Context: an optimization exercise on an open-source flow, tuned for small area. The choices shown serve that exercise and are no tape-out recipe. The RTL was checked by simulation tests, not by an equivalence proof against the original design. No activity file was given, so power comes from the tool's default toggle rates.

==> design.v <==
package clk_freq_meter_pkg;
  localparam logic [4:0] ADDR_ID     = 5'd0;
  localparam logic [4:0] ADDR_GATE   = 5'd1;
  localparam logic [4:0] ADDR_STATUS = 5'd2;
  localparam logic [4:0] ADDR_CTRL   = 5'd3;
  localparam logic [31:0] ID_VALUE = 32'h434C_4B46;
endpackage
module clk_freq_meter_chan (
  input  logic clk,
  input  logic reset_n,
  input  logic clk_meas,
  output logic edge_o
);
  logic       s0_q;
  logic [5:1] sh_q;
  always_ff @(posedge clk or negedge reset_n) begin
    if (!reset_n) s0_q <= 1'b0;
    else          s0_q <= clk_meas;
  end
  always_ff @(posedge clk) begin
    sh_q <= {sh_q[4:1], s0_q};
  end
  assign edge_o = sh_q[4] & ~sh_q[5];
endmodule
module clk_freq_meter
(
  input  logic        clk,
  input  logic        reset_n,
  input  logic [7:0]  clk_meas,
  input  logic [4:0]  avs_address,
  input  logic        avs_read,
  input  logic        avs_write,
  input  logic [31:0] avs_writedata,
  output logic [31:0] avs_readdata,
  output logic        led_dbg
);
  localparam int CW = 13;
  localparam logic [13:0] TMR_LAST = 14'h0C25;
  localparam logic [2:0] S_ARM0 = 3'd0;
  localparam logic [2:0] S_ARM4 = 3'd4;
  localparam logic [2:0] S_IDLE = 3'd5;
  localparam logic [2:0] S_RUN  = 3'd6;
  logic [2:0]  state_q, state_d;
  logic [13:0] timer_q, timer_d;
  logic        enable_q, enable_d;
  logic        valid_q;
  logic        first_q;
  logic [7:0]  seq_q;
  logic [2:0]  rot_q;
  logic [7:0]    edge_s;
  logic [7:0]    edge_rot_s;
  logic [CW-1:0] cnt_q  [8];
  logic [CW-1:0] freq_q [8];
  logic [CW-1:0] min_q  [8];
  logic [CW-1:0] max_q  [8];
  logic [7:0]    pend_q;
  logic ctrl_wr_s, clear_s, run_s, last_s, gate_done_s, update_s, rebase_s;
  always_comb begin
    ctrl_wr_s   = avs_write && (avs_address == clk_freq_meter_pkg::ADDR_CTRL);
    clear_s     = ctrl_wr_s && avs_writedata[1];
    enable_d    = ctrl_wr_s ? avs_writedata[0] : enable_q;
    run_s       = (state_q == S_RUN);
    last_s      = (timer_q == TMR_LAST);
    gate_done_s = run_s && last_s && enable_d;
    update_s    = gate_done_s && !clear_s;
    rebase_s    = !run_s || gate_done_s;
  end
  for (genvar i = 0; i < 8; i++) begin : g_chan
    clk_freq_meter_chan u_chan (
      .clk      (clk),
      .reset_n  (reset_n),
      .clk_meas (clk_meas[i]),
      .edge_o   (edge_s[i])
    );
  end
  always_comb begin
    case (state_q)
      S_ARM4:  state_d = enable_d ? S_RUN : S_IDLE;
      S_IDLE:  state_d = enable_d ? S_RUN : S_IDLE;
      S_RUN:   state_d = enable_d ? S_RUN : S_IDLE;
      default: state_d = state_q + 3'd1;
    endcase
    if (run_s && enable_d && !last_s)
      timer_d = {timer_q[12:0], ~(timer_q[13] ^ timer_q[12])};
    else
      timer_d = 14'd0;
  end
  always_ff @(posedge clk or negedge reset_n) begin
    if (!reset_n) begin
      state_q  <= S_ARM0;
      enable_q <= 1'b1;
      valid_q  <= 1'b0;
      seq_q    <= 8'd0;
      rot_q    <= 3'd0;
    end else begin
      state_q  <= state_d;
      enable_q <= enable_d;
      rot_q    <= rot_q + 3'd1;
      if (clear_s) begin
        valid_q <= 1'b0;
      end else if (update_s) begin
        valid_q <= 1'b1;
        seq_q   <= seq_q + 8'd1;
      end
    end
  end
  always_ff @(posedge clk) begin
    timer_q <= timer_d;
  end
  always_comb begin
    logic [7:0] r0, r1;
    r0 = rot_q[0] ? {edge_s[0], edge_s[7:1]} : edge_s;
    r1 = rot_q[1] ? {r0[1:0], r0[7:2]} : r0;
    edge_rot_s = rot_q[2] ? {r1[3:0], r1[7:4]} : r1;
  end
  logic          head_lt_s, head_gt_s;
  assign head_lt_s = freq_q[0] < min_q[0];
  assign head_gt_s = freq_q[0] > max_q[0];
  always_ff @(posedge clk) begin
    if (update_s) first_q <= !valid_q;
    for (int p = 0; p < 8; p++) begin
      cnt_q[p]  <= (rebase_s ? {CW{1'b0}} : cnt_q[(p+1)%8]) + CW'(edge_rot_s[(p+1)%8]);
      freq_q[p] <= update_s ? cnt_q[(p+1)%8] : freq_q[(p+1)%8];
    end
    for (int p = 0; p < 7; p++) begin
      min_q[p]  <= min_q[p+1];
      max_q[p]  <= max_q[p+1];
      pend_q[p] <= update_s | pend_q[p+1];
    end
    min_q[7]  <= (pend_q[0] && (first_q || head_lt_s)) ? freq_q[0] : min_q[0];
    max_q[7]  <= (pend_q[0] && (first_q || head_gt_s)) ? freq_q[0] : max_q[0];
    pend_q[7] <= update_s;
  end
  logic [15:0]   rlo_s, rlo_q;
  logic          rones_s, rones_q;
  logic          rid_s, rid_q;
  logic [2:0]    pos_s;
  logic [CW-1:0] f_s, m_s, v_s;
  logic          pd_s, lt_s, take_f_s;
  always_comb begin
    pos_s    = avs_address[2:0] - rot_q;
    f_s      = freq_q[pos_s];
    m_s      = avs_address[3] ? max_q[pos_s] : min_q[pos_s];
    pd_s     = pend_q[pos_s];
    lt_s     = f_s < m_s;
    take_f_s = pd_s && (first_q || (avs_address[3] ? !lt_s : lt_s));
    v_s      = take_f_s ? f_s : m_s;
    rlo_s   = 16'h0;
    rones_s = 1'b0;
    rid_s   = 1'b0;
    case (avs_address[4:3])
      2'd0: begin
        case (avs_address[2:0])
          3'd0: begin rlo_s = clk_freq_meter_pkg::ID_VALUE[15:0]; rid_s = 1'b1; end
          3'd1: rlo_s = 16'd10000;
          3'd2: rlo_s = {seq_q, 7'd0, valid_q};
          3'd3: rlo_s = {15'd0, enable_q};
          default: rlo_s = 16'h0;
        endcase
      end
      2'd1: rlo_s = valid_q ? 16'(f_s) : 16'h0;
      2'd2: begin
        rlo_s   = valid_q ? 16'(v_s) : 16'hFFFF;
        rones_s = !valid_q;
      end
      default: rlo_s = valid_q ? 16'(v_s) : 16'h0;
    endcase
  end
  always_ff @(posedge clk or negedge reset_n) begin
    if (!reset_n) begin
      rlo_q   <= 16'h0;
      rones_q <= 1'b0;
      rid_q   <= 1'b0;
    end else if (avs_read) begin
      rlo_q   <= rlo_s;
      rones_q <= rones_s;
      rid_q   <= rid_s;
    end
  end
  assign avs_readdata = {rones_q ? 16'hFFFF : (rid_q ? clk_freq_meter_pkg::ID_VALUE[31:16] : 16'h0), rlo_q};
  assign led_dbg      = seq_q[0];
endmodule
module clk_freq_meter_top (
  input  logic        clk,
  input  logic        reset_n,
  input  logic [7:0]  clk_meas,
  input  logic [4:0]  avs_address,
  input  logic        avs_read,
  input  logic        avs_write,
  input  logic [31:0] avs_writedata,
  output logic [31:0] avs_readdata,
  output logic        led_dbg
);
  clk_freq_meter u_meter (
    .clk           (clk),
    .reset_n       (reset_n),
    .clk_meas      (clk_meas),
    .avs_address   (avs_address),
    .avs_read      (avs_read),
    .avs_write     (avs_write),
    .avs_writedata (avs_writedata),
    .avs_readdata  (avs_readdata),
    .led_dbg       (led_dbg)
  );
endmodule
==> run.sh <==
#!/bin/bash
# synth_recipe.tcl (not shown) runs the flow's synth.tcl, then flattens the netlist and writes it again
# the make line also repeats each setting of config.mk as NAME=value (left out here)
make -C /OpenROAD-flow-scripts/flow DESIGN_CONFIG=/design/flow/config.mk WORK_HOME=/design/flow/orfs CLKGATE_MAP_FILE= SYNTH_SCRIPT=/design/flow/synth_recipe.tcl finish
==> config.mk <==
export PLATFORM = sky130hd
export DESIGN_NAME = clk_freq_meter_top
export DESIGN_NICKNAME = clk_freq_meter_top
export VERILOG_FILES = /design/flow/design.v
export SDC_FILE = /design/flow/constraint.sdc
export NUM_CORES = 4
export LEC_CHECK = 0
export CAP_MARGIN = 20
export CORE_MARGIN = 2
export CORE_UTILIZATION = 40
export SLEW_MARGIN = 20
==> constraint.sdc <==
create_clock -name core_clock -period 7.5 [get_ports {clk}]
set_input_delay 1.5000 -clock core_clock [delete_from_list [all_inputs] [get_ports {clk}]]
set_output_delay 1.5000 -clock core_clock [all_outputs]
set_load 0.01 [all_outputs]
==> impl_results.md, run 1 <==
* Setup-failing EPs final at 0
* Post-synth EDFFs at 1
* Vias after detailed routing at 13100
* Area grow syn2layout at 15.4%
* HP Class: reg -> reg
* Die Ht at 226 um
* Hold Vio Cnt, Final at 0
* Setup ws final at 1.07 ns
* Top_reg_cell synth: dfxtp_1
* Initial antenna violation count at 0
* Data required, critical path at 7.96 ns
* Post-layout min period at 6.43 ns
* Leak at 8.94 nW
* Worst EP arrival at 6.89 ns
* Die area at 0.0511 mm^2
* Starting Density at 40.4%
* Drt total wl at 47.4 mm
* Final HPWL DP at 33.3 mm
* Design area at 0.0228 mm^2
* Largest net degree at the start of global routing at 99
* Unrepaired setup endpoints after global routing: false
* First-pass GRT wire length at 75.0 mm
* Least-Margin Pin Slew at 0.992 ns
* Fmax at 156 MHz
* Syn Nets at 1924
* Grt met3 use at 2.64%
* Resized cells post-CTS at 0
* Synth cell types at 73
* Final nets at 1966
* CTS Root Cell: clkbuf_16
* Most Crowded Layer GR: met2
* Reg2Reg Depth at 19
* Post-route ant nets at 0
* Status: no timing/DRC/antenna violations
* Critical Path Sink Type: register
* Vias in the first global route at 13000
* Post-CTS Setup Inserts at 0
* Layout cells sized above 1 at 17.4%
* Htree depth at 2
* Top Ports at 82
* Placed instance area at 0.0210 mm^2
* Synth Warn # at 6
* WHS at 0.324 ns
* Fillers at 4541
* Place WS at 0.446 ns
* Drt drc at 0
* Worst-path fanout max at 19
* Fin Setup TNS at 0 ns
* Initial drt markers at 712
* Clk sinks at 521
* Min-Delay Endpoint: u_meter.g_chan[5].u_chan.sh_q[2]
* Avg Cell Area, Syn at 10.9 um^2
* Post-Layout Cell Count at 2560
* Register area at 0.0107 mm^2
* Skew-Pair Late Insertion Delay at 0.61 ns
* Mapped cell area at 0.0197 mm^2
* Gr usage total at 18.9%
* Post-Syn Instances at 1813
* Area of the multi-input gates at 0.00843 mm^2
* DIE WIDTH at 226 um
* Slew HR at 33.9%
* Reg clk slew, reported paths at 0.07 ns
* Hold depth at 0
* Met2 usage at 31.0%
* CTS buffer count at 51
* Router iterations before antenna repair at 5
* Met1 usage at 25.9%
* Worst r2r dst: u_meter.rlo_q[10]
* Diode count at 0
* Routability congestion estimate at 0.859
* Critical Path Source: avs_address[1]
* Core Area at 0.0488 mm^2
* Synth async-reset ratio at 8.06%
* Pwr Density at 262 mW/mm^2
* Vias/cell at 5.13
* Post-Place Cells at 2466
* Startpoint Class: primary input
* Period utilisation layout at 85.7%
* Worst reg-to-reg setup slack at 1.96 ns
* Seq/Total Area, Yosys at 54.0%
* Origin of the critical flop-to-flop path: u_meter.rot_q[0]
* Clock Skew at 0.0221 ns
* Worst setup path category: in -> reg
* Remaining Overflow, GRT at 0
* Total of max-cap violations at 0
* Worst VDD drop at 0.168 mV
* Final number of max-transition violations at 0
* Worst hold start: u_meter.g_chan[5].u_chan.sh_q[1]
* TritonCTS clock tree: done
* Site Rows at 81
* IO buf count at 51
* Routed wire per std cell at 18.5 um
* CTS Hold Bufs at 0
* Synth Register Bits at 521
* Clock buffer depth at 3
## report_power, final
part           switching (mW)  total (mW)  internal (mW)
registers              0.0253        2.84           2.81
logic                   0.297       0.476          0.178
clock network            1.10        2.65           1.55
total                    1.42        5.97           4.54
## area by class of cell
| class | count | area share [%] |
|---|---|---|
| tap | 664 | 3.65 |
| multi-input combinational | 1137 | 37.0 |
| sequential | 521 | 46.8 |
| clock buffer | 71 | 6.46 |
| clock inverter | 23 | 1.27 |
| timing repair buffer | 95 | 4.01 |
| inverter | 49 | 0.808 |
## cells in the final DEF, fill, tap and decap left out, drive strengths merged, types with 10 or more instances in the layout
cell	n
mux2i	42
nand4	21
o21ai	74
nand2	134
clkdlybuf4s50	50
and3	21
a21o	19
nor2	158
a211oi	10
mux4	34
nor3	14
inv	49
nor3b	11
a21oi	77
buf	45
ha	61
mux2	137
nand3	64
xor2	52
dfrtp	41
dfxtp	478
a31oi	18
clkbuf	71
clkinv	15
and2	38
or3	20
xnor2	24
## worst max path at each step
stage,end,cells after the start
floorplan,u_meter.rlo_q[10],25
global placement,u_meter.rlo_q[10],20
detailed placement,u_meter.rlo_q[10],20
CTS,u_meter.rlo_q[10],20
global route,u_meter.rlo_q[10],20
finish,u_meter.rlo_q[10],20
## Yosys cell counts (3+ instances only)
master     count  share of area [%]
buf_1          9               0.17
or3_1         20               0.63
dfrtp_1       41                5.2
mux2i_1       42                2.1
and3_1        21               0.67
nand2_1      134                2.5
buf_2         35               0.89
o21ai_0       74                1.9
mux2_2       137                7.8
nor2b_1        6               0.19
o311ai_0       6               0.27
a211oi_1       8               0.30
and2_0         5               0.16
a21o_1        19               0.72
mux4_2        32                3.7
a31oi_1       17               0.54
buf_4         15               0.57
o221ai_1       9               0.40
o221a_2        3               0.17
o211ai_1       6               0.23
nand3_1       64                1.6
nor4_1         3              0.095
nor3b_1       10               0.38
a221oi_1       9               0.40
o21a_1         8               0.30
nand4_1       21               0.67
and4_1         3               0.13
nor2_1       158                3.0
dfxtp_1      478                 49
nor3_1        13               0.33
xnor2_1       24                1.1
ha_1          61                3.9
nand2b_1       9               0.29
xor2_1        52                2.3
inv_1         48               0.91
and2_1        33                1.0
or2_2          8               0.25
a21oi_1       77                2.0
clkbuf_1      45               0.86
a2111oi_0      3               0.13
o22ai_1        6               0.19
## state kept, by name (all words and copies together) (netlist names), 3 cells and up
signal / cells
u_meter.freq_q: 104
u_meter.seq_q: 8
u_meter.timer_q: 14
u_meter.state_q: 3
u_meter.g_chan.u_chan.sh_q: 40
u_meter.cnt_q: 104
u_meter.max_q: 104
u_meter.rlo_q: 16
u_meter.pend_q: 8
u_meter.min_q: 104
u_meter.rot_q: 3
u_meter.g_chan.u_chan.s0_q: 8
## kinds of logic (layout without fill, tap and decap cells)
family	count (synthesis)	after routing	synth area share (%)
multiplexers	213	213	13.9
adder cells (fa/ha/maj)	62	62	3.97
buffers and inverters	155	238	3.53
XOR/XNOR	78	78	3.61
AND/OR/NAND/NOR	516	516	12.4
flip-flops	521	521	54.0
AO/OA/AOI/OAI	268	268	8.62
## stage by stage
stage / utilization, % / total power [mW]
2_1_floorplan: - / 3.19
3_3_place_gp: 43.0 / 3.37
3_5_place_dp: 43.0 / 3.37
4_1_cts: 46.6 / 6.02
5_1_grt: 46.6 / 6.19
6_report: 46.6 / 5.97
## critical path, stage by stage
cell and delay [ns]:
clkdlybuf4s50_1 0.54, inv_1 0.18, fa_4 0.54, xor3_2 0.68
buf_4 0.26, nand2b_1 0.19, o221ai_1 0.21, a21oi_1 0.14
nor2_1 0.40, ha_1 0.32, a21o_1 0.16, a21o_1 0.18
a21oi_1 0.14, o21ai_0 0.12, nor2_1 0.15, a31oi_2 0.15
nor3b_1 0.28, nor3_2 0.08, a2111oi_0 0.50, o21ai_0 0.13
## metal layers
layer	routed length, um	vias up	share of wire [%]
met4	1030	0	2.2
li1	-	6423	-
met5	0	-	0
met1	22900	6429	48
met2	22000	213	46
met3	1500	63	3.2
==> inputs of run 2 (changes only) <==
--- a/config.mk
+++ b/config.mk
@@ -7,5 +7,6 @@
 export LEC_CHECK = 0
+export ABC_AREA = 1
 export CAP_MARGIN = 20
 export CORE_MARGIN = 2
-export CORE_UTILIZATION = 40
+export CORE_UTILIZATION = 70
 export SLEW_MARGIN = 20
==> impl_results.md, run 2 <==
* Status: no timing/DRC/antenna violations
* Clk sinks at 521 (unchanged)
* Unrepaired setup endpoints after global routing: false
* Die area at 0.0292 mm^2 (-43%)
* Total of max-cap violations at 0 (unchanged)
* Worst VDD drop at 0.253 mV (+51%)
* Crit-path slowest cell: fa_1
* Min-Delay Endpoint: u_meter.g_chan[2].u_chan.sh_q[3]
* Commonest non-fill, non-tap cell in the layout: nand2_1
* Fillers at 1852 (-59%)
* Vias in the first global route at 14800 (+13%)
* Starting Density at 70.7% (+30 points)
* IO buf count at 51 (unchanged)
* Synth async-reset ratio at 8.06% (unchanged)
* Synth area leaders: dfxtp_1, nand2_1, dfrtp_1
* Seq/Total Area, Yosys at 54.6% (+0.57 points)
* CTS Hold Bufs at 0 (unchanged)
* Vias after detailed routing at 15200 (+16%)
* Mapped cell area at 0.0195 mm^2 (-1.0%)
* Int Power at 4.51 mW (-0.81%)
* Hold depth at 0 (unchanged)
* Reg2Reg Depth at 26 (+7)
* Core Area at 0.0276 mm^2 (-43%)
* Hold Vio Cnt, Final at 0 (unchanged)
* Worst hold start: u_meter.g_chan[2].u_chan.sh_q[2]
* Avg Cell Area, Syn at 8.68 um^2 (-20%)
* Reg clk slew, reported paths at 0.06 ns (about the same)
* Worst EP arrival at 6.96 ns (+0.07 ns)
* Htree depth at 2 (unchanged)
* Top_reg_cell synth: dfxtp_1
* Worst reg-to-reg setup slack at 1.89 ns (-0.07 ns)
* Post-synth EDFFs at 1 (unchanged)
* Routability congestion estimate at 0.935 (+8.8%)
* DIE WIDTH at 171 um (-24%)
* Post-CTS Setup Inserts at 0 (unchanged)
* Drt total wl at 47.9 mm (+0.87%)
* Data required, critical path at 7.94 ns (-0.02 ns)
* Count leader, synth: nand2_1
* Largest net degree at the start of global routing at 93 (-6.1%)
* Routed wire per std cell at 17.6 um (-4.8%)
* Post-Syn Instances at 2249 (+24%)
* HP Class: reg -> reg
* Remaining Overflow, GRT at 0 (unchanged)
* Top Ports at 82 (unchanged)
* Area of the multi-input gates at 0.00743 mm^2 (-12%)
* Worst setup path category: in -> reg
* Crit-path max cell delay at 0.57 ns (-0.11 ns)
* Slew HR at 30.9% (-2.9 points)
* CTS Root Cell: clkbuf_16
* Synth cell types at 57 (-22%)
* Area fraction of the dominant cell type after synthesis at 49.0% (+0.51 points)
* Initial drt markers at 1468 (+110%)
* TritonCTS clock tree: done
* Post-synth top area cell: dfxtp_1
* Sequential share of power at 48.2% (+0.6 points)
* Diode count at 0 (unchanged)
* Sw Ratio at 23.5% (-0.40 points)
* Period utilisation layout at 86.9% (+1.1 points)
* Final nets at 2406 (+22%)
* Post-layout min period at 6.52 ns (+0.0854 ns)
* Sw power at 1.38 mW (-3.0%)
* Pwr Density at 266 mW/mm^2 (+1.6%)
* Clock power frac at 43.8% (-0.7 points)
* Resized cells post-CTS at 0 (unchanged)
* Clock buffer depth at 3 (unchanged)
* Post-route ant nets at 0 (unchanged)
* Final Power at 5.89 mW (-1.3%)
* Drt drc at 0 (unchanged)
* Fmax at 153 MHz (-1.3%)
* Least-Margin Pin Slew at 1.03 ns (+0.0401 ns)
* Synth Register Bits at 521 (unchanged)
* Leak at 9.32 nW (+4.3%)
* Synth Warn # at 6 (unchanged)
* Critical Path Sink Type: register
* Combinational share of power at 8.0% (about the same)
* CTS buffer count at 49 (-3.9%)
* Syn Nets at 2360 (+23%)
* Setup-failing EPs final at 0 (unchanged)
* Fin Setup TNS at 0 ns (unchanged)
* Layout cells sized above 1 at 7.80% (-9.6 points)
* Router iterations before antenna repair at 5 (unchanged)
* Final HPWL DP at 32.2 mm (-3.2%)
* Skew-Pair Late Insertion Delay at 0.57 ns (-0.04 ns)
* Register area at 0.0107 mm^2 (unchanged)
* Site Rows at 61 (-25%)
* First-pass GRT wire length at 74.9 mm (about the same)
* Synth top cells by count: nand2_1, dfxtp_1, inv_1
* Die Ht at 171 um (-24%)
* Most frequent CP cell: nand2_1
* Gr usage total at 32.8% (+14 points)
* Worst-path fanout max at 18 (-1)
* Area grow syn2layout at 13.2%
* Worst r2r dst: u_meter.rlo_q[4]
* Startpoint Class: primary input
* Origin of the critical flop-to-flop path: u_meter.rot_q[0]
* Final number of max-transition violations at 0 (unchanged)
* Vias/cell at 5.62 (+9.6%)
* Critical Path Source: avs_address[0]
* Initial antenna violation count at 2 (+2)
* Clock Skew at 0.0197 ns (-0.00245 ns)
* Most frequent cells in the layout: nand2_1, dfxtp_1, inv_1
run 2: cell types whose count changed after synthesis, sizes merged, moves of 20 or more:
| cell | previous run | this run |
|---|---|---|
| nand4 | 21 | 42 |
| mux2 | 137 | 0 |
| a221oi | 9 | 39 |
| or3 | 20 | 0 |
| a21oi | 77 | 43 |
| nand2 | 134 | 530 |
| and2 | 38 | 0 |
| xor2 | 52 | 75 |
| mux4 | 34 | 0 |
| nand3 | 64 | 119 |
| mux2i | 42 | 3 |
| inv | 48 | 263 |
| o21ai | 74 | 192 |
run 2: routing by layer:
layer	part of all wire, %	vias to the layer above	global-route usage (%)
met3	7.1	106	4.51
met2	47	560	54.8
met1	43	7214	43.4
met5	0.015	-	0
met4	3.5	2	13.0
li1	-	7359	-
run 2: cells by family after synthesis:
group / count (synthesis) / share of synthesized area [%]
buffers and inverters: 361 / 7.53
AND/OR/NAND/NOR: 891 / 20.1
adder cells (fa/ha/maj): 62 / 4.01
multiplexers: 3 / 0.154
AO/OA/AOI/OAI: 324 / 9.80
XOR/XNOR: 87 / 3.90
flip-flops: 521 / 54.6
run 2: how the worst max path moves through the flow:
stage                             end  slack, ns  cells past startpoint
floorplan           u_meter.rlo_q[10]       2.00                     31
global placement     u_meter.rlo_q[4]       0.63                     29
detailed placement   u_meter.rlo_q[4]       0.60                     29
CTS                  u_meter.rlo_q[4]       1.11                     29
global route         u_meter.rlo_q[4]       0.55                     29
finish               u_meter.rlo_q[4]       0.98                     28
run 2: cell type report:
class | instances | share of cell area [%]
clock inverters | 13 | 0.945
inverters | 264 | 4.48
flip-flops and latches | 521 | 48.2
repair buffers | 92 | 3.91
clock buffers | 77 | 6.76
well taps | 378 | 2.14
multi-input cells | 1367 | 33.6
run 2: critical path, delay by kind of cell:
family	cells	cell delay, ns
buffers and inverters	8	1.97
and+or+nand+nor	14	1.64
adders and majority gates	3	1.12
AOI/OAI and AO/OA	3	0.72
run 2: through the flow:
| step | cells | cell area (um^2) | util (%) | hold WS (ns) | setup slack (ns) |
|---|---|---|---|---|---|
| 3_3_place_gp | 2621 | 20400 | 73.8 | 0.310 | 0.630 |
| 2_1_floorplan | 2249 | 19500 | - | 0.310 | 2.00 |
| 6_report | 2712 | 22100 | 80.0 | 0.323 | 0.984 |
| 3_5_place_dp | 2621 | 20400 | 73.8 | 0.312 | 0.603 |
| 5_1_grt | 2712 | 22100 | 80.0 | 0.329 | 0.554 |
| 4_1_cts | 2711 | 22100 | 79.9 | 0.324 | 1.11 |
run 2: power by group through the flow:
stage          Combinational [mW]  Sequential, mW  Clock [mW]
6_report                    0.469            2.84        2.58
5_1_grt                     0.513            2.84        2.70
4_1_cts                     0.464            2.84        2.59
3_5_place_dp                0.459            2.90           0
3_3_place_gp                0.448            2.90           0
2_1_floorplan               0.289            2.90           0
==> inputs of run 3 (changes only) <==
==> flow/run.sh (new file) <==
#!/bin/bash
set -euo pipefail
export CTS_ARGS="-sink_clustering_enable -repair_clock_nets -dont_use_dummy_load -buf_list {sky130_fd_sc_hd__clkbuf_4 sky130_fd_sc_hd__clkbuf_8}"
export BUFFER_PORTS_ARGS="-buffer_cell sky130_fd_sc_hd__buf_1"
bash standard.sh > standard_flow.log 2>&1
==> standard.sh (new file) <==
#!/bin/bash
# synth_recipe.tcl (not shown) runs the flow's synth.tcl, then flattens the netlist and writes it again
# the make line also repeats each setting of config.mk as NAME=value (left out here)
make -C /OpenROAD-flow-scripts/flow DESIGN_CONFIG=/design/flow/config.mk WORK_HOME=/design/flow/orfs CLKGATE_MAP_FILE= SYNTH_SCRIPT=/design/flow/synth_recipe.tcl "${@:-finish}"
removed: run.sh
==> impl_results.md, run 3 <==
* Worst setup path category: in -> reg
* Hold Vio Cnt, Final at 0 (unchanged)
* Top Ports at 82 (unchanged)
* Core Area at 0.0276 mm^2 (unchanged)
* CTS Root Cell: clkbuf_8
* Post-layout min period at 6.19 ns (-0.323 ns)
* Synth Warn # at 6 (unchanged)
* Final number of max-transition violations at 0 (unchanged)
* Post-route ant nets at 0 (unchanged)
* Routability congestion estimate at 0.924 (-1.2%)
* Clk sinks at 521 (unchanged)
* Vias in the first global route at 14600 (-1.4%)
* CTS Hold Bufs at 0 (unchanged)
* Diode count at 0 (unchanged)
* Startpoint Class: primary input
* Unrepaired setup endpoints after global routing: false
* Syn Nets at 2360 (unchanged)
* Synth cell types at 57 (unchanged)
* Status: no timing/DRC/antenna violations
* Top_reg_cell synth: dfxtp_1
* Setup-failing EPs final at 0 (unchanged)
* Critical Path Sink Type: register
* Most frequent cells in the layout: nand2_1, dfxtp_1, inv_1
* Drt total wl at 46.4 mm (-3.0%)
* IO buf count at 51 (unchanged)
* Crit-path slowest cell: fa_1
* Vias after detailed routing at 15000 (-1.7%)
* Initial antenna violation count at 0 (-2)
* Resized cells post-CTS at 0 (unchanged)
* HP Class: reg -> reg
* Reg clk slew, reported paths at 0.06 ns (about the same)
* Drt drc at 0 (unchanged)
* Post-Place Cells at 2613 (-0.31%)
* Avg Cell Area, Syn at 8.68 um^2 (unchanged)
* Crit-path max cell delay at 0.45 ns (-0.12 ns)
* Die Ht at 171 um (unchanged)
* Largest net degree at the start of global routing at 107 (+15%)
* Count leader, synth: nand2_1
* Total of max-cap violations at 0 (unchanged)
* Synth async-reset ratio at 8.06% (unchanged)
* Final nets at 2428 (+0.91%)
* Pwr Density at 245 mW/mm^2 (-8.2%)
* Register area at 0.0107 mm^2 (unchanged)
* Fmax at 161 MHz (+5.2%)
* Fillers at 2038 (+10%)
* Worst-path fanout max at 26 (+8)
* Post-CTS Setup Inserts at 0 (unchanged)
* Worst reg-to-reg setup slack at 1.80 ns (-0.09 ns)
* First-pass GRT wire length at 73.2 mm (-2.3%)
* Period utilisation layout at 82.6% (-4.3 points)
* Post-Syn Instances at 2249 (unchanged)
* Area of the multi-input gates at 0.00743 mm^2 (unchanged)
* TritonCTS clock tree: done
* Seq/Total Area, Yosys at 54.6% (unchanged)
* Htree depth at 3 (+1)
* Routed wire per std cell at 17.2 um (-2.3%)
* Starting Density at 70.7% (unchanged)
* Fin Setup TNS at 0 ns (unchanged)
* Remaining Overflow, GRT at 0 (unchanged)
* CTS buffer count at 80 (+63%)
* Post-Layout Cell Count at 2693 (-0.70%)
* Area grow syn2layout at 8.00%
* Least-Margin Pin Slew at 1.00 ns (-0.0297 ns)
* DIE WIDTH at 171 um (unchanged)
* Synth area leaders: dfxtp_1, nand2_1, dfrtp_1
* Final HPWL DP at 32.5 mm (+0.96%)
* Worst VDD drop at 0.201 mV (-21%)
* Die area at 0.0292 mm^2 (unchanged)
* Vias/cell at 5.56 (-0.98%)
* Synth top cells by count: nand2_1, dfxtp_1, inv_1
* Router iterations before antenna repair at 6 (+1)
* Clock buffer depth at 3 (unchanged)
* Layout cells sized above 1 at 7.65% (-0.15 points)
* Worst EP arrival at 6.67 ns (-0.29 ns)
* Slew HR at 33.0% (+2.1 points)
* Initial drt markers at 1211 (-18%)
* Data required, critical path at 7.98 ns (+0.04 ns)
* Leak at 8.89 nW (-4.7%)
* Skew-Pair Late Insertion Delay at 0.61 ns (+0.04 ns)
* Post-synth EDFFs at 1 (unchanged)
* Clock Skew at 0.0830 ns (+0.0633 ns)
* Mapped cell area at 0.0195 mm^2 (unchanged)
* Synth Register Bits at 521 (unchanged)
* Commonest non-fill, non-tap cell in the layout: nand2_1
* Site Rows at 61 (unchanged)
* Most frequent CP cell: nand2_1
* Gr usage total at 32.2% (-0.59 points)
* Post-synth top area cell: dfxtp_1
* WHS at 0.297 ns (-0.0261 ns)
* Area fraction of the dominant cell type after synthesis at 49.0% (unchanged)
## run 3: area by class of cell
cell class,instances,share of cell area (%)
Clock buffer,80,5.22
Sequential cell,521,50.5
Timing Repair Buffer,83,2.11
Tap cell,378,2.24
Inverter,264,4.70
Multi-Input combinational cell,1367,35.2
## run 3: logic make-up after synthesis
logic type / Yosys count / synth area share [%]
muxes: 3 / 0.154
adders and majority gates: 62 / 4.01
AOI/OAI and AO/OA: 324 / 9.80
DFF: 521 / 54.6
xor gates and xnor gates: 87 / 3.90
buffers and inverters: 361 / 7.53
and+or+nand+nor: 891 / 20.1
## run 3: final timing paths
| check | from | to | depth (start not counted) |
|---|---|---|---|
| max | avs_address[0] | u_meter.rlo_q[8] | 29 |
| min reg2reg | u_meter.max_q[3][9] | u_meter.max_q[2][9] | 0 |
| min in group asynchronous | reset_n | u_meter.rones_q | 1 |
| max reg2reg | u_meter.rot_q[0] | u_meter.rlo_q[8] | 27 |
| max in group asynchronous | reset_n | u_meter.state_q[0] | 1 |
| min | u_meter.max_q[3][9] | u_meter.max_q[2][9] | 0 |
## run 3: worst max-delay path, delay by kind of cell
kind | cells | cell delay (ns)
simple gates | 15 | 1.89
buf+inv | 7 | 1.25
fa+ha+maj | 3 | 1.01
compound gates | 4 | 0.99
## run 3: stage by stage
step	setup slack, ns	cell area [um^2]	power, mW	util (%)
2_1_floorplan	2.00	19500	3.19	-
3_3_place_gp	0.820	20000	3.32	72.3
5_1_grt	0.902	21100	5.34	76.3
3_5_place_dp	0.800	20000	3.33	72.3
6_report	1.31	21100	5.16	76.3
4_1_cts	1.41	21100	5.18	76.3
## run 3: metal layers
layer	wire, um	GRT usage, %
met2	21100	52.2
met1	20200	42.3
met4	2000	15.2
met5	0	0
met3	3080	5.44
## run 3: power breakdown
part / leakage [nW] / switching [mW] / total [mW] / internal [mW]
registers: 4.40 / 0.0226 / 2.84 / 2.82
clock network: 0.575 / 0.940 / 1.88 / 0.940
logic: 3.91 / 0.317 / 0.434 / 0.117
==> inputs of run 4 (changes only) <==
--- a/design.v
+++ b/design.v
@@ -24,2 +24,16 @@
 endmodule
+module clk_freq_meter_lt #(
+  parameter int W = 13
+) (
+  input  logic [W-1:0] a,
+  input  logic [W-1:0] b,
+  output logic         lt
+);
+  logic [W:0] bw;
+  assign bw[0] = 1'b0;
+  for (genvar i = 0; i < W; i++) begin : g_bit
+    assign bw[i+1] = (~a[i] & b[i]) | (~a[i] & bw[i]) | (b[i] & bw[i]);
+  end
+  assign lt = bw[W];
+endmodule
 module clk_freq_meter
@@ -48,3 +62,3 @@
   logic [7:0]  seq_q;
-  logic [2:0]  rot_q;
+  logic [3:0]  rot_q;
   logic [7:0]    edge_s;
@@ -53,5 +67,3 @@
   logic [CW-1:0] freq_q [8];
-  logic [CW-1:0] min_q  [8];
-  logic [CW-1:0] max_q  [8];
-  logic [7:0]    pend_q;
+  logic [CW-1:0] mm_q   [16];
   logic ctrl_wr_s, clear_s, run_s, last_s, gate_done_s, update_s, rebase_s;
@@ -93,3 +105,3 @@
       seq_q    <= 8'd0;
-      rot_q    <= 3'd0;
+      rot_q    <= 4'd0;
     end else begin
@@ -97,3 +109,3 @@
       enable_q <= enable_d;
-      rot_q    <= rot_q + 3'd1;
+      rot_q    <= rot_q + 4'd1;
       if (clear_s) begin
@@ -115,5 +127,5 @@
   end
-  logic          head_lt_s, head_gt_s;
-  assign head_lt_s = freq_q[0] < min_q[0];
-  assign head_gt_s = freq_q[0] > max_q[0];
+  logic head_lt_s, head_take_s;
+  clk_freq_meter_lt #(.W(CW)) u_head_lt (.a(freq_q[0]), .b(mm_q[0]), .lt(head_lt_s));
+  assign head_take_s = first_q || (rot_q[3] ? !head_lt_s : head_lt_s);
   always_ff @(posedge clk) begin
@@ -121,13 +133,9 @@
     for (int p = 0; p < 8; p++) begin
-      cnt_q[p]  <= (rebase_s ? {CW{1'b0}} : cnt_q[(p+1)%8]) + CW'(edge_rot_s[(p+1)%8]);
+      cnt_q[p]  <= rebase_s ? CW'(edge_rot_s[(p+1)%8]) : cnt_q[(p+1)%8] + CW'(edge_rot_s[(p+1)%8]);
       freq_q[p] <= update_s ? cnt_q[(p+1)%8] : freq_q[(p+1)%8];
     end
-    for (int p = 0; p < 7; p++) begin
-      min_q[p]  <= min_q[p+1];
-      max_q[p]  <= max_q[p+1];
-      pend_q[p] <= update_s | pend_q[p+1];
-    end
-    min_q[7]  <= (pend_q[0] && (first_q || head_lt_s)) ? freq_q[0] : min_q[0];
-    max_q[7]  <= (pend_q[0] && (first_q || head_gt_s)) ? freq_q[0] : max_q[0];
-    pend_q[7] <= update_s;
+    for (int p = 0; p < 15; p++) begin
+      mm_q[p] <= mm_q[p+1];
+    end
+    mm_q[15] <= head_take_s ? freq_q[0] : mm_q[0];
   end
@@ -136,12 +144,11 @@
   logic          rid_s, rid_q;
-  logic [2:0]    pos_s;
+  logic [3:0]    pos_s;
   logic [CW-1:0] f_s, m_s, v_s;
-  logic          pd_s, lt_s, take_f_s;
-  always_comb begin
-    pos_s    = avs_address[2:0] - rot_q;
-    f_s      = freq_q[pos_s];
-    m_s      = avs_address[3] ? max_q[pos_s] : min_q[pos_s];
-    pd_s     = pend_q[pos_s];
-    lt_s     = f_s < m_s;
-    take_f_s = pd_s && (first_q || (avs_address[3] ? !lt_s : lt_s));
+  logic          lt_s, take_f_s;
+  clk_freq_meter_lt #(.W(CW)) u_rd_lt (.a(f_s), .b(m_s), .lt(lt_s));
+  always_comb begin
+    pos_s    = avs_address[3:0] - rot_q;
+    f_s      = freq_q[pos_s[2:0]];
+    m_s      = mm_q[pos_s];
+    take_f_s = first_q || (avs_address[3] ? !lt_s : lt_s);
     v_s      = take_f_s ? f_s : m_s;
==> flow/run.sh (replaced) <==
#!/bin/bash
set -euo pipefail
export CTS_ARGS="-sink_clustering_enable -repair_clock_nets -dont_use_dummy_load -buf_list {sky130_fd_sc_hd__clkbuf_4 sky130_fd_sc_hd__clkbuf_8} -sink_clustering_size 16 -sink_clustering_max_diameter 50"
export BUFFER_PORTS_ARGS="-buffer_cell sky130_fd_sc_hd__buf_1"
bash standard.sh > standard_flow.log 2>&1
--- a/config.mk
+++ b/config.mk
@@ -10,3 +10,3 @@
 export CORE_MARGIN = 2
-export CORE_UTILIZATION = 70
+export CORE_UTILIZATION = 75
 export SLEW_MARGIN = 20
==> impl_results.md, run 4 <==
* CTS Hold Bufs at 0 (unchanged)
* Data required, critical path at 7.98 ns (about the same)
* Worst reg-to-reg setup slack at 2.03 ns (+0.23 ns)
* Post-route ant nets at 0 (unchanged)
* Skew-Pair Late Insertion Delay at 0.58 ns (-0.03 ns)
* Fillers at 1634 (-20%)
* Sequential share of power at 62.0% (+6.9 points)
* Routability congestion estimate at 0.939 (+1.7%)
* Post-Syn Instances at 2214 (-1.6%)
* Avg Cell Area, Syn at 8.49 um^2 (-2.2%)
* Unrepaired setup endpoints after global routing: false
* Hold Vio Cnt, Final at 0 (unchanged)
* Synth Register Bits at 514 (-1.3%)
* Reg2Reg Depth at 20 (-26%)
* HP Class: reg -> reg
* Status: no timing/DRC/antenna violations
* Die Ht at 162 um (-5.1%)
* Max reg flops at 208
* Leak at 7.95 nW (-11%)
* Most frequent CP cell: nand2_1
* Drt drc at 0 (unchanged)
* Syn Nets at 2290 (-3.0%)
* Pwr Density at 231 mW/mm^2 (-5.7%)
* Seq/Total Area, Yosys at 56.0% (+1.4 points)
* Htree depth at 2 (-1)
* Commonest non-fill, non-tap cell in the layout: nand2_1
* First-pass GRT wire length at 74.3 mm (+1.5%)
* Gr usage total at 36.2% (+4.0 points)
* Worst VDD drop at 0.326 mV (+62%)
* Vias in the first global route at 14200 (-2.9%)
* Final number of max-transition violations at 0 (unchanged)
* Mapped cell area at 0.0188 mm^2 (-3.8%)
* Final nets at 2314 (-4.7%)
* TritonCTS clock tree: done
* Most frequent cells in the layout: nand2_1, dfxtp_1, inv_1
* Layout cells sized above 1 at 4.74% (-2.9 points)
* Worst EP arrival at 6.45 ns (-0.22 ns)
* Least-Margin Pin Slew at 1.00 ns (-0.00229 ns)
* Reg clk slew, reported paths at 0.10 ns (+0.04 ns)
* Clock Skew at 0.0443 ns (-0.0387 ns)
* Origin of the critical flop-to-flop path: u_meter.rot_q[2]
* Clk sinks at 514 (-1.3%)
* Diode count at 0 (unchanged)
* Synth async-reset ratio at 8.37% (+0.30 points)
* Int Power at 3.37 mW (-13%)
* Site Rows at 57 (-6.6%)
* Worst r2r dst: u_meter.rlo_q[4]
* Area grow syn2layout at 4.52%
* Synth Warn # at 8 (+2)
* Sw power at 1.16 mW (-9.4%)
* Drt total wl at 47.6 mm (+2.5%)
* Critical path destination: u_meter.rlo_q[4]
* Area fraction of the dominant cell type after synthesis at 50.1% (+1.1 points)
* Crit-path slowest cell: fa_1
* Vias after detailed routing at 15000 (+0.32%)
* Worst setup path category: in -> reg
* Clock power frac at 28.7% (-7.8 points)
* Final HPWL DP at 33.2 mm (+2.1%)
* Regs by FF count: u_meter.mm_q: 208 flops, u_meter.cnt_q: 104 flops, u_meter.freq_q: 104 flops
* Crit-path max cell delay at 0.58 ns (+0.13 ns)
* Fin Setup TNS at 0 ns (unchanged)
* Post-Layout Cell Count at 2560 (-4.9%)
* Post-layout min period at 5.97 ns (-0.225 ns)
* Synth cell types at 55 (-3.5%)
* Router iterations before antenna repair at 6 (unchanged)
* Worst-path fanout max at 14 (-46%)
* Period utilisation layout at 79.6% (-3.0 points)
* Post-CTS Setup Inserts at 0 (unchanged)
* Largest net degree at the start of global routing at 108 (+0.93%)
* Setup-failing EPs final at 0 (unchanged)
* Slew HR at 33.2% (+0.24 points)
* Post-Place Cells at 2519 (-3.6%)
* WHS at 0.325 ns (+0.0284 ns)
* Post-synth EDFFs at 1 (unchanged)
* Top_reg_cell synth: dfxtp_1
* Critical Path Source: avs_address[0]
* Resized cells post-CTS at 0 (unchanged)
* Core Area at 0.0245 mm^2 (-11%)
* DIE WIDTH at 162 um (-5.1%)
* Sw Ratio at 25.6% (+0.76 points)
* Vias/cell at 5.87 (+5.5%)
* Clock buffer depth at 3 (unchanged)
* Fmax at 168 MHz (+3.8%)
* Combinational share of power at 9.3% (+0.9 points)
* Remaining Overflow, GRT at 0 (unchanged)
* Top Ports at 82 (unchanged)
* Total of max-cap violations at 0 (unchanged)
* CTS buffer count at 40 (-50%)
* Die area at 0.0263 mm^2 (-9.9%)
* Synth top cells by count: nand2_1, dfxtp_1, inv_1
* Synth area leaders: dfxtp_1, nand2_1, dfrtp_1
* Critical Path Sink Type: register
* CTS Root Cell: clkbuf_8
* Count leader, synth: nand2_1
* Initial antenna violation count at 0 (unchanged)
* Starting Density at 76.8% (+6.1 points)
* Initial drt markers at 1709 (+41%)
* Post-synth top area cell: dfxtp_1
* Routed wire per std cell at 18.6 um (+7.8%)
* Largest reg by FF count: u_meter.mm_q
* Startpoint Class: primary input
* IO buf count at 51 (unchanged)
==> run 4: worst min-delay path by stage <==
stage	startpoint	end	slack [ns]	cells past startpoint
after detailed placement	u_meter.g_chan[0].u_chan.sh_q[2]	u_meter.g_chan[0].u_chan.sh_q[3]	0.31	0
after CTS	u_meter.mm_q[15][3]	u_meter.mm_q[14][3]	0.32	0
final	u_meter.mm_q[8][0]	u_meter.mm_q[7][0]	0.33	0
after global placement	u_meter.g_chan[6].u_chan.sh_q[1]	u_meter.g_chan[6].u_chan.sh_q[2]	0.31	0
after floorplan	u_meter.g_chan[0].u_chan.sh_q[1]	u_meter.g_chan[0].u_chan.sh_q[2]	0.31	0
after global routing	u_meter.mm_q[8][0]	u_meter.mm_q[7][0]	0.32	0
==> run 4: stage by stage <==
stage / utilization (%) / setup slack [ns] / total power, mW / area (um^2)
finish: 80.3 / 1.53 / 4.53 / 19600
detailed placement: 77.9 / 1.24 / 3.28 / 19100
global route: 80.3 / 1.22 / 4.68 / 19600
CTS: 80.2 / 1.78 / 4.53 / 19600
floorplan: - / 2.87 / 3.16 / 18800
global placement: 77.9 / 1.33 / 3.26 / 19100
==> run 4: layer usage <==
layer  global-route usage, %  wire length [um]
met5                       0                 0
met4                    15.7              2030
met3                    5.46              4210
met2                    58.9             21800
met1                    48.5             19600
==> run 4: kinds of logic after synthesis <==
group	after synthesis	share of synthesized area, %
XOR/XNOR	41	1.91
AND/OR/NAND/NOR	983	22.4
adder cells (fa/ha/maj)	27	1.84
AO/OA/AOI/OAI	306	9.71
multiplexers	16	0.906
flip-flops	514	56.0
buffers and inverters	327	7.26
==> run 4: power groups by stage <==
stage / registers, mW / clock network [mW] / logic (mW)
final: 2.81 / 1.30 / 0.422
after global routing: 2.81 / 1.41 / 0.461
after CTS: 2.81 / 1.30 / 0.415
after detailed placement: 2.87 / 0 / 0.413
after global placement: 2.87 / 0 / 0.398
after floorplan: 2.87 / 0 / 0.295
==> run 4: final cells by class <==
| class | instances | area, um^2 | area share [%] |
|---|---|---|---|
| inverter | 243 | 912 | 4.64 |
| tap | 324 | 405 | 2.06 |
| clock buffer | 40 | 551 | 2.80 |
| sequential | 514 | 10500 | 53.5 |
| multi-input combinational | 1373 | 6930 | 35.3 |
| timing repair buffer | 66 | 325 | 1.66 |
==> run 4: worst max-delay path, delay by kind of cell <==
family,cells,cell delay (ns)
adder cells (fa/ha/maj),2,0.76
AND/OR/NAND/NOR,24,2.76
buffers and inverters,6,1.19
AO/OA/AOI/OAI,1,0.18
==> inputs of run 5 (changes only) <==
--- a/flow/run.sh
+++ b/flow/run.sh
@@ -2,2 +2,7 @@
 set -euo pipefail
+here=$(pwd)
+rm -rf "$here/scripts_abc"
+cp -r "$FLOW_HOME/scripts" "$here/scripts_abc"
+cp "$here/flow/abc_area.script" "$here/scripts_abc/abc_area.script"
+export SCRIPTS_DIR="$here/scripts_abc"
 export CTS_ARGS="-sink_clustering_enable -repair_clock_nets -dont_use_dummy_load -buf_list {sky130_fd_sc_hd__clkbuf_4 sky130_fd_sc_hd__clkbuf_8} -sink_clustering_size 16 -sink_clustering_max_diameter 50"
==> flow/abc_area.script (new file) <==
strash
&get -n
&fraig -x
&put
scorr
dc2
strash
&get -n
&synch2
&dch -f
&nf
&put
==> impl_results.md, run 5 <==
* Mapped cell area at 0.0172 mm^2 (-8.5%)
* Pwr Density at 244 mW/mm^2 (+5.9%)
* Place WS at 0.568 ns (-0.672 ns)
* Count leader, synth: dfxtp_1
* Critical Path Sink Type: register
* Regs by FF count: u_meter.mm_q: 208 flops, u_meter.cnt_q: 104 flops, u_meter.freq_q: 104 flops
* Post-Syn Instances at 1661 (-25%)
* TritonCTS clock tree: done
* Avg Cell Area, Syn at 10.3 um^2 (+22%)
* First-pass GRT wire length at 62.8 mm (-16%)
* Starting Density at 76.1% (-0.68 points)
* Data required, critical path at 7.97 ns (about the same)
* Setup ws final at 0.948 ns (-0.583 ns)
* Router iterations before antenna repair at 7 (+1)
* Worst-path fanout max at 14 (unchanged)
* Post-synth EDFFs at 1 (unchanged)
* Final nets at 1848 (-20%)
* DIE WIDTH at 155 um (-4.3%)
* Unrepaired setup endpoints after global routing: false
* CTS Root Cell: clkbuf_8
* Vias in the first global route at 12200 (-14%)
* Initial antenna violation count at 0 (unchanged)
* Clk sinks at 514 (unchanged)
* CTS buffer count at 40 (unchanged)
* Max reg flops at 208 (unchanged)
* Resized cells post-CTS at 0 (unchanged)
* Die Ht at 155 um (-4.3%)
* Crit-path max cell delay at 0.62 ns (+0.04 ns)
* Diode count at 0 (unchanged)
* Top Ports at 82 (unchanged)
* Htree depth at 2 (unchanged)
* Final Power at 4.51 mW (-0.40%)
* Clock Skew at 0.0575 ns (+0.0131 ns)
* Synth async-reset ratio at 8.37% (unchanged)
* Post-layout min period at 6.55 ns (+0.583 ns)
* Syn Nets at 1737 (-24%)
* Top_reg_cell synth: dfxtp_1
* Site Rows at 55 (-3.5%)
* CTS Hold Bufs at 0 (unchanged)
* Fin Setup TNS at 0 ns (unchanged)
* Worst VDD drop at 0.194 mV (-41%)
* Total of max-cap violations at 0 (unchanged)
* Buf/Inv on CP at 5 (-1)
* IO buf count at 51 (unchanged)
* Worst hold start: u_meter.g_chan[4].u_chan.sh_q[3]
* Synth top cells by count: dfxtp_1, nor2_1, a22oi_1
* Synth Register Bits at 514 (unchanged)
* Final number of max-transition violations at 0 (unchanged)
* Die area at 0.0241 mm^2 (-8.3%)
* Commonest non-fill, non-tap cell in the layout: dfxtp_1
* Synth area leaders: dfxtp_1, nor2_1, dfrtp_1
* Layout cells sized above 1 at 4.75% (+0.0052 points)
* Area grow syn2layout at 7.51%
* Status: no timing/DRC/antenna violations
* Leak at 7.41 nW (-6.8%)
* Seq/Total Area, Yosys at 61.2% (+5.2 points)
* Routability congestion estimate at 0.850 (-9.5%)
* Crit-path slowest cell: and3_1
* Origin of the critical flop-to-flop path: u_meter.rot_q[1]
* Worst EP arrival at 7.02 ns (+0.57 ns)
* Most frequent CP cell: o21ai_0
* Startpoint Class: primary input
* HP Class: reg -> reg
* Initial drt markers at 1530 (-10%)
* Least-Margin Pin Slew at 1.10 ns (+0.104 ns)
* Area fraction of the dominant cell type after synthesis at 54.8% (+4.7 points)
* Drt drc at 0 (unchanged)
* Crit-path cells: buf_1 > clkinv_1 > ha_1 > clkinv_1 > fa_1 > xnor2_1 > buf_4 > and3_1 > a22oi_1 > nand2_1 > o22ai_1 > o311a_1 > a222oi_1 > o21ai_0 > a21oi_1 > o21ai_0 > a222oi_1 > o21a_1 > o21ai_0 > xor2_1 > nor3_1 > buf_4 > a22o_1 > o32a_1
* Largest reg by FF count: u_meter.mm_q
* Post-synth top area cell: dfxtp_1
* Critical Path Source: avs_address[0]
* Skew-Pair Late Insertion Delay at 0.58 ns (about the same)
* Final HPWL DP at 27.3 mm (-18%)
* Clock buffer depth at 3 (unchanged)
* Slew HR at 26.4% (-6.9 points)
* Worst setup path category: in -> reg
* Reg clk slew, reported paths at 0.10 ns (about the same)
* Synth Warn # at 8 (unchanged)
* Period utilisation layout at 87.4% (+7.8 points)
* Drt total wl at 40.4 mm (-15%)
* Hold Vio Cnt, Final at 0 (unchanged)
* Final cell utilization of the core at 81.9% (+1.6 points)
* Post-CTS Setup Inserts at 0 (unchanged)
* Post-route ant nets at 0 (unchanged)
* Synth cell types at 52 (-5.5%)
* Fmax at 153 MHz (-8.9%)
* Vias after detailed routing at 12700 (-16%)
* Vias/cell at 6.16 (+4.9%)
* Remaining Overflow, GRT at 0 (unchanged)
* Most frequent cells in the layout: dfxtp_1, nor2_1, a22oi_1
* Core Area at 0.0226 mm^2 (-7.7%)
* Routed wire per std cell at 19.7 um (+5.8%)
* Setup-failing EPs final at 0 (unchanged)
* Fillers at 1424 (-13%)
* Gr usage total at 33.1% (-3.1 points)
* Largest net degree at the start of global routing at 95 (-12%)
* CP delay by family, top: compound AO/OA/AOI/OAI gates
[run 5: changes by cell type after synthesis, sizes merged, moves of 21 or more]
cell,delta
nand4,-29
xnor2,+30
o21ai,-135
a222oi,+43
clkinv,+27
nor2,+242
a22oi,+60
nand2,-497
nand3,-80
and2,+22
clkbuf,-41
and3,+21
inv,-238
buf,-28
[run 5: area by class of cell]
class                      count  area, um^2  area share, %
sequential                   514       10500           56.9
multi-input combinational   1100        6480           35.1
clock buffer                  40         551           2.98
timing repair buffer          84         453           2.45
tap                          285         357           1.93
inverter                      32         120          0.650
[run 5: report_power, final]
part | switching, mW | internal [mW] | leakage [nW]
clock network | 0.805 | 0.480 | 0.288
logic | 0.275 | 0.124 | 2.75
registers | 0.0396 | 2.79 | 4.38
[run 5: worst paths after layout]
check / to / slack (ns) / cells after the start
worst min register to register: u_meter.g_chan[4].u_chan.sh_q[4] / 0.32 / 0
worst max register to register: u_meter.rlo_q[11] / 1.43 / 21
min in group asynchronous: u_meter.rones_q / 1.02 / 2
max in group asynchronous: u_meter.rlo_q[15] / 6.04 / 2
worst min-delay path: u_meter.g_chan[4].u_chan.sh_q[4] / 0.32 / 0
worst max-delay path: u_meter.rlo_q[11] / 0.95 / 24
[run 5: metrics by stage]
step / std cells / hold slack [ns] / area [um^2]
after floorplan: 1661 / 0.310 / 17200
after global placement: 2014 / 0.310 / 17900
after detailed placement: 2014 / 0.312 / 17900
after CTS: 2054 / 0.320 / 18500
after global routing: 2055 / 0.328 / 18500
final: 2055 / 0.322 / 18500
[run 5: metal layers]
layer | up-vias | wire length, um | GRT usage, % | share of wire [%]
met2 | 494 | 18600 | 53.2 | 46
met5 | - | 0 | 0 | 0
met3 | 90 | 3030 | 5.60 | 7.5
li1 | 6030 | - | - | -
met4 | 0 | 1130 | 12.0 | 2.8
met1 | 6049 | 17600 | 45.8 | 44
[run 5: logic make-up after synthesis]
group / Yosys count / share of synthesized area (%)
buf+inv: 47 / 1.35
flops: 514 / 61.2
mux: 41 / 2.53
compound gates: 273 / 11.4
fa+ha+maj: 34 / 2.42
simple gates: 671 / 16.9
xor+xnor: 81 / 4.13
==> inputs of run 6 (changes only) <==
--- a/config.mk
+++ b/config.mk
@@ -8,5 +8,5 @@
 export ABC_AREA = 1
-export CAP_MARGIN = 20
+export CAP_MARGIN = 5
 export CORE_MARGIN = 2
 export CORE_UTILIZATION = 75
-export SLEW_MARGIN = 20
+export SLEW_MARGIN = 5
==> impl_results.md, run 6 <==
* Htree depth at 2 (unchanged)
* HP Class: reg -> reg
* Syn Nets at 1737 (unchanged)
* Data required, critical path at 7.97 ns (about the same)
* First-pass GRT wire length at 62.8 mm (unchanged)
* WHS at 0.321 ns (-0.00179 ns)
* Mux cell area share after synthesis at 2.53% (unchanged)
* Hold Vio Cnt, Final at 0 (unchanged)
* Final nets at 1847 (-0.054%)
* Drt total wl at 40.3 mm (-0.21%)
* Final HPWL DP at 27.3 mm (unchanged)
* Fin Setup TNS at 0 ns (unchanged)
* Avg Cell Area, Syn at 10.3 um^2 (unchanged)
* Adder-cell area share of the yosys netlist at 2.42% (unchanged)
* Count leader, synth: dfxtp_1
* Starting Density at 76.1% (unchanged)
* Post-route ant nets at 0 (unchanged)
* Diode count at 0 (unchanged)
* IO buf count at 51 (unchanged)
* Mapped cell area at 0.0172 mm^2 (unchanged)
* Startpoint Class: primary input
* Vias in the first global route at 12200 (unchanged)
* Synth top cells by count: dfxtp_1, nor2_1, a22oi_1
* Post-synth EDFFs at 1 (unchanged)
* Post-Place Cells at 2014 (unchanged)
* Gr usage total at 33.1% (unchanged)
* Design area at 0.0185 mm^2 (-0.11%)
* Synth Register Bits at 514 (unchanged)
* Synth Area in Compound Gates at 11.4% (unchanged)
* Core Area at 0.0226 mm^2 (unchanged)
* Largest reg by FF count: u_meter.mm_q
* Status: no timing/DRC/antenna violations
* Synth async-reset ratio at 8.37% (unchanged)
* Hold depth at 0 (unchanged)
* Area grow syn2layout at 7.39%
* Worst EP arrival at 7.03 ns (about the same)
* Site Rows at 55 (unchanged)
* Post-layout min period at 6.55 ns (+0.00323 ns)
* Post-synth top area cell: dfxtp_1
* Clock buffer depth at 3 (unchanged)
* Leak at 7.40 nW (-0.14%)
* Seq/Total Area, Yosys at 61.2% (unchanged)
* Setup-failing EPs final at 0 (unchanged)
* Most frequent cells in the layout: dfxtp_1, nor2_1, a22oi_1
* Worst setup path category: in -> reg
* Worst VDD drop at 0.194 mV (+0.25%)
* Fillers at 1430 (+0.42%)
* Top Ports at 82 (unchanged)
* Vias/cell at 6.17 (+0.21%)
* Router iterations before antenna repair at 6 (-1)
* Post-CTS Setup Inserts at 0 (unchanged)
* Synth area leaders: dfxtp_1, nor2_1, dfrtp_1
* Routed wire per std cell at 19.6 um (-0.16%)
* Placed instance area at 0.0179 mm^2 (unchanged)
* Largest net degree at the start of global routing at 95 (unchanged)
* Remaining Overflow, GRT at 0 (unchanged)
* Largest family of logic cells by synthesized area: simple AND/OR/NAND/NOR gates
* Unrepaired setup endpoints after global routing: false
* Synth cell types at 52 (unchanged)
* Vias after detailed routing at 12700 (+0.16%)
* Least-Margin Pin Slew at 1.19 ns (+0.0839 ns)
* Drt drc at 0 (unchanged)
* Initial antenna violation count at 0 (unchanged)
* CTS Root Cell: clkbuf_8
* Final Power at 4.50 mW (-0.23%)
* Synth Warn # at 8 (unchanged)
* Max reg flops at 208 (unchanged)
* Die Ht at 155 um (unchanged)
* Area fraction of the dominant cell type after synthesis at 54.8% (unchanged)
* Reg clk slew, reported paths at 0.10 ns (about the same)
* Commonest non-fill, non-tap cell in the layout: dfxtp_1
* Worst-path fanout max at 14 (unchanged)
* Post-Layout Cell Count at 2054 (-0.049%)
* DIE WIDTH at 155 um (unchanged)
* CTS Hold Bufs at 0 (unchanged)
* CTS buffer count at 40 (unchanged)
* Post-Syn Instances at 1661 (unchanged)
* Pwr Density at 244 mW/mm^2 (-0.12%)
* Top_reg_cell synth: dfxtp_1
* Skew-Pair Late Insertion Delay at 0.58 ns (about the same)
* Final number of max-transition violations at 0 (unchanged)
* Initial drt markers at 1431 (-6.5%)
* Reg2Reg Depth at 21 (unchanged)
* Total of max-cap violations at 0 (unchanged)
* Resized cells post-CTS at 0 (unchanged)
* Clk sinks at 514 (unchanged)
* Layout cells sized above 1 at 4.69% (-0.054 points)
* Slew HR at 20.8% (-5.6 points)
* Period utilisation layout at 87.4% (about the same)
* Post-Synth Simple-Gate Area at 16.9% (unchanged)
* TritonCTS clock tree: done
* Die area at 0.0241 mm^2 (unchanged)
* Fmax at 153 MHz (about the same)
* Routability congestion estimate at 0.850 (unchanged)
* Xor and xnor area share after synthesis at 4.13% (unchanged)
* Critical Path Sink Type: register
* Regs by FF count: u_meter.mm_q: 208 flops, u_meter.cnt_q: 104 flops, u_meter.freq_q: 104 flops
* Clock Skew at 0.0579 ns (+0.000387 ns)
-- run 6: cell counts after synthesis --
Identical to the previous run, type by type.
-- run 6: layer usage --
layer  GRT usage (%)  up-vias  wire length, um
met1            45.8     6016            17300
met2            53.2      538            18500
met5               0        -                0
met4            12.0        0             1160
met3            5.60       96             3340
li1                -     6033                -
-- run 6: worst max-delay path, stage by stage --
cell      delay (ns)
buf_1           0.08
clkinv_1        0.12
ha_1            0.20
clkinv_1        0.09
fa_1            0.45
xnor2_1         0.28
buf_4           0.28
and3_1          0.63
a22oi_1         0.24
nand2_1         0.12
o22ai_1         0.13
o311a_1         0.38
a222oi_1        0.38
o21ai_0         0.18
a21oi_1         0.19
o21ai_0         0.11
a222oi_1        0.26
o21a_1          0.16
o21ai_0         0.13
xor2_1          0.30
nor3_1          0.12
buf_4           0.17
a22o_1          0.23
o32a_1          0.29
-- run 6: report_power, final --
part	switching, mW	internal [mW]	leakage [nW]
clock	0.804	0.480	0.288
sequential	0.0397	2.79	4.38
combinational	0.273	0.116	2.74
total	1.12	3.39	7.40
-- run 6: per-stage QoR --
| stage | utilization [%] | setup slack (ns) |
|---|---|---|
| after global routing | 81.8 | 0.618 |
| after detailed placement | 79.3 | 0.568 |
| after CTS | 81.8 | 1.17 |
| final | 81.8 | 0.945 |
| after floorplan | - | 0.326 |
| after global placement | 79.3 | 0.649 |
-- run 6: final timing paths --
check                                            startpoint                                to  slack (ns)
max                                          avs_address[0]                 u_meter.rlo_q[11]        0.95
min                        u_meter.g_chan[4].u_chan.sh_q[3]  u_meter.g_chan[4].u_chan.sh_q[4]        0.32
max reg2reg                                u_meter.rot_q[1]                 u_meter.rlo_q[11]        1.41
min reg2reg                u_meter.g_chan[4].u_chan.sh_q[3]  u_meter.g_chan[4].u_chan.sh_q[4]        0.32
max in group asynchronous                           reset_n                 u_meter.rlo_q[15]        6.04
min in group asynchronous                           reset_n                   u_meter.rones_q        1.03
-- run 6: cell families after synthesis --
group	after synthesis
XOR/XNOR	81
buffers and inverters	47
AO/OA/AOI/OAI	273
adder cells (fa/ha/maj)	34
AND/OR/NAND/NOR	671
flip-flops	514
multiplexers	41
-- run 6: layout make-up --
type / count / area (um^2) / area share (%)
repair buffers: 83 / 433 / 2.35
clock buffers: 40 / 551 / 2.98
well taps: 285 / 357 / 1.93
multi-input cells: 1100 / 6480 / 35.1
flip-flops and latches: 514 / 10500 / 57.0
inverters: 32 / 120 / 0.651
==> inputs of run 7 (changes only) <==
==> flow/abc_area.script (replaced) <==
strash
&get -n
&fraig -x
&put
scorr
dc2
strash
&get -n
&synch2
&dch -f
&nf -R 1000 -p -C 32 -F 8
&put
--- a/config.mk
+++ b/config.mk
@@ -8,5 +8,5 @@
 export ABC_AREA = 1
-export CAP_MARGIN = 5
+export CAP_MARGIN = 20
 export CORE_MARGIN = 2
-export CORE_UTILIZATION = 75
-export SLEW_MARGIN = 5
+export CORE_UTILIZATION = 78
+export SLEW_MARGIN = 20
==> impl_results.md, run 7 <==
* Count leader, synth: dfxtp_1
* Vias/cell at 6.35 (+2.8%)
* Starting Density at 78.8% (+2.7 points)
* Reg clk slew, reported paths at 0.08 ns (-0.02 ns)
* Clk sinks at 514 (unchanged)
* Synth cell types at 53 (+1.9%)
* Area grow syn2layout at 7.41% (about the same)
* Site Rows at 54 (-1.8%)
* CTS Hold Bufs at 0 (unchanged)
* Die Ht at 152 um (-2.1%)
* Post-layout min period at 6.76 ns (+0.203 ns)
* Post-Place Cells at 1810 (-10%)
* Crit-path slowest cell: nor2b_2
* Synth top cells by count: dfxtp_1, nor2_1, mux2_1
* Commonest non-fill, non-tap cell in the layout: dfxtp_1
* Pwr Density at 243 mW/mm^2 (-0.53%)
* Resized cells post-CTS at 0 (unchanged)
* Total of max-cap violations at 0 (unchanged)
* Router iterations before antenna repair at 6 (unchanged)
* Avg Cell Area, Syn at 11.7 um^2 (+13%)
* Clock buffer depth at 3 (unchanged)
* Fin Setup TNS at 0 ns (unchanged)
* Regs by FF count: u_meter.mm_q: 208 flops, u_meter.cnt_q: 104 flops, u_meter.freq_q: 104 flops
* Least-Margin Pin Slew at 1.07 ns (-0.122 ns)
* HP Class: reg -> reg
* Remaining Overflow, GRT at 0 (unchanged)
* Critical Path Sink Type: register
* Post-synth top area cell: dfxtp_1
* Clock Skew at 0.0846 ns (+0.0268 ns)
* Seq/Total Area, Yosys at 61.5% (+0.32 points)
* Final number of max-transition violations at 0 (unchanged)
* Htree depth at 2 (unchanged)
* Design area at 0.0184 mm^2 (-0.51%)
* Drt total wl at 38.7 mm (-4.0%)
* Area fraction of the dominant cell type after synthesis at 55.0% (+0.29 points)
* Hold Vio Cnt, Final at 0 (unchanged)
* Skew-Pair Late Insertion Delay at 0.58 ns (about the same)
* Layout cells sized above 1 at 5.10% (+0.40 points)
* Post-route ant nets at 0 (unchanged)
* Data required, critical path at 7.92 ns (-0.05 ns)
* Core Area at 0.0217 mm^2 (-3.9%)
* Fmax at 148 MHz (-3.0%)
* Worst setup path category: in -> reg
* Post-Syn Instances at 1464 (-12%)
* Slew HR at 28.4% (+7.6 points)
* Leak at 7.01 nW (-5.3%)
* Post-synth EDFFs at 1 (unchanged)
* Largest reg by FF count: u_meter.mm_q
* Synth Register Bits at 514 (unchanged)
* CTS buffer count at 40 (unchanged)
* Period utilisation layout at 90.1% (+2.7 points)
* Initial antenna violation count at 0 (unchanged)
* Diode count at 0 (unchanged)
* Final nets at 1648 (-11%)
* Vias after detailed routing at 11700 (-7.4%)
* Routability congestion estimate at 0.861 (+1.3%)
* First-pass GRT wire length at 62.0 mm (-1.3%)
* CTS Root Cell: clkbuf_8
* Mapped cell area at 0.0171 mm^2 (-0.52%)
* Placed instance area at 0.0178 mm^2 (-0.52%)
* Initial drt markers at 1049 (-27%)
* WHS at 0.332 ns (+0.0110 ns)
* Most frequent cells in the layout: dfxtp_1, nor2_1, mux2_1
* Vias in the first global route at 11700 (-4.4%)
* Startpoint Class: primary input
* Synth area leaders: dfxtp_1, mux2_1, dfrtp_1
* Synth async-reset ratio at 8.37% (unchanged)
* Die area at 0.0231 mm^2 (-4.2%)
* Drt drc at 0 (unchanged)
* Top_reg_cell synth: dfxtp_1
* Max reg flops at 208 (unchanged)
* Setup-failing EPs final at 0 (unchanged)
* Post-CTS Setup Inserts at 0 (unchanged)
* Routed wire per std cell at 20.9 um (+6.6%)
* Worst EP arrival at 7.18 ns (+0.15 ns)
* IO buf count at 51 (unchanged)
* Synth Warn # at 8 (unchanged)
* Final HPWL DP at 27.0 mm (-1.2%)
* Worst VDD drop at 0.171 mV (-12%)
* Gr usage total at 33.3% (+0.20 points)
* Largest net degree at the start of global routing at 70 (-26%)
* TritonCTS clock tree: done
* Worst-path fanout max at 10 (-4)
* DIE WIDTH at 152 um (-2.1%)
* Post-Layout Cell Count at 1850 (-9.9%)
* Most frequent CP cell: clkinv_1
* Syn Nets at 1540 (-11%)
* Status: no timing/DRC/antenna violations
* Final cell utilization of the core at 84.7% (+2.9 points)
* Crit-path max cell delay at 0.61 ns (-0.02 ns)
* Top Ports at 82 (unchanged)
* Unrepaired setup endpoints after global routing: false
-- run 7: cell types whose count changed after synthesis, moves of 5 or more --
cell      previous run  this run
nor2_1             424       131
mux2_1              20       110
o21ai_0             24        46
nand4_1             17        29
and3_1              21        11
a221oi_1             6        15
nand3_1             52        43
nor2b_1              8        17
o22a_1               8         1
nand2b_1             9        15
a31oi_1             21        16
clkinv_1            32        37
nor3_1              29        24
-- run 7: cell type report --
| cell class | count | area [um^2] |
|---|---|---|
| multi-input combinational | 898 | 6370 |
| timing repair buffer | 81 | 430 |
| clock buffer | 40 | 551 |
| fill | 1220 | 3330 |
| tap | 280 | 350 |
| inverter | 37 | 139 |
| sequential | 514 | 10500 |
-- run 7: cell families (layout without fill, tap and decap cells) --
family | after synthesis | in the layout | synth area share (%)
mux | 128 | 128 | 8.30
buf+inv | 52 | 158 | 1.47
simple gates | 377 | 377 | 10.7
compound gates | 275 | 275 | 11.2
xor+xnor | 84 | 84 | 4.30
flops | 514 | 514 | 61.5
fa+ha+maj | 34 | 34 | 2.43
-- run 7: worst paths after layout --
path / to / slack [ns] / from / cells past startpoint
max: u_meter.rlo_q[2] / 0.74 / avs_address[0] / 27
min: u_meter.g_chan[4].u_chan.sh_q[3] / 0.33 / u_meter.g_chan[4].u_chan.sh_q[2] / 0
max reg2reg: u_meter.rlo_q[2] / 1.24 / u_meter.rot_q[1] / 24
min reg2reg: u_meter.g_chan[4].u_chan.sh_q[3] / 0.33 / u_meter.g_chan[4].u_chan.sh_q[2] / 0
max in group asynchronous: u_meter.seq_q[0] / 5.98 / reset_n / 2
min in group asynchronous: u_meter.g_chan[0].u_chan.s0_q / 0.77 / reset_n / 1
-- run 7: per-stage QoR --
stage                     worst slack, ns  total power, mW
after global routing                0.178             4.61
after detailed placement            0.221             3.24
after floorplan                     0.178             3.09
after CTS                           0.823             4.46
final                               0.742             4.46
after global placement              0.345             3.22
-- run 7: where the power goes --
| group | total (mW) | switching [mW] | internal [mW] |
|---|---|---|---|
| combinational | 0.364 | 0.256 | 0.108 |
| sequential | 2.81 | 0.0327 | 2.78 |
| clock | 1.28 | 0.800 | 0.480 |
-- run 7: worst max-delay path: cells and delay by family --
kind            cells  cell delay [ns]
fa+ha+maj           2             0.80
buf+inv             6             0.77
compound gates     13             2.51
simple gates        6             1.58
-- run 7: layer usage --
metal	wire (um)	GRT usage, %	share of wire, %	vias to the layer above
met5	0	0.207	0	-
li1	-	-	-	5492
met1	17100	46.5	44	5740
met4	1000	10.1	2.6	0
met2	18100	53.9	47	433
met3	2570	5.82	6.6	81

Re-timed with assumed drivers on the ports (clkbuf_16 on the clock, buf_2 on other inputs), run 7 has 0.753 ns of setup slack against 0.742 ns with ideal ports, and 0.169 ns once port delays also move by the mid clock arrival of 0.584 ns.
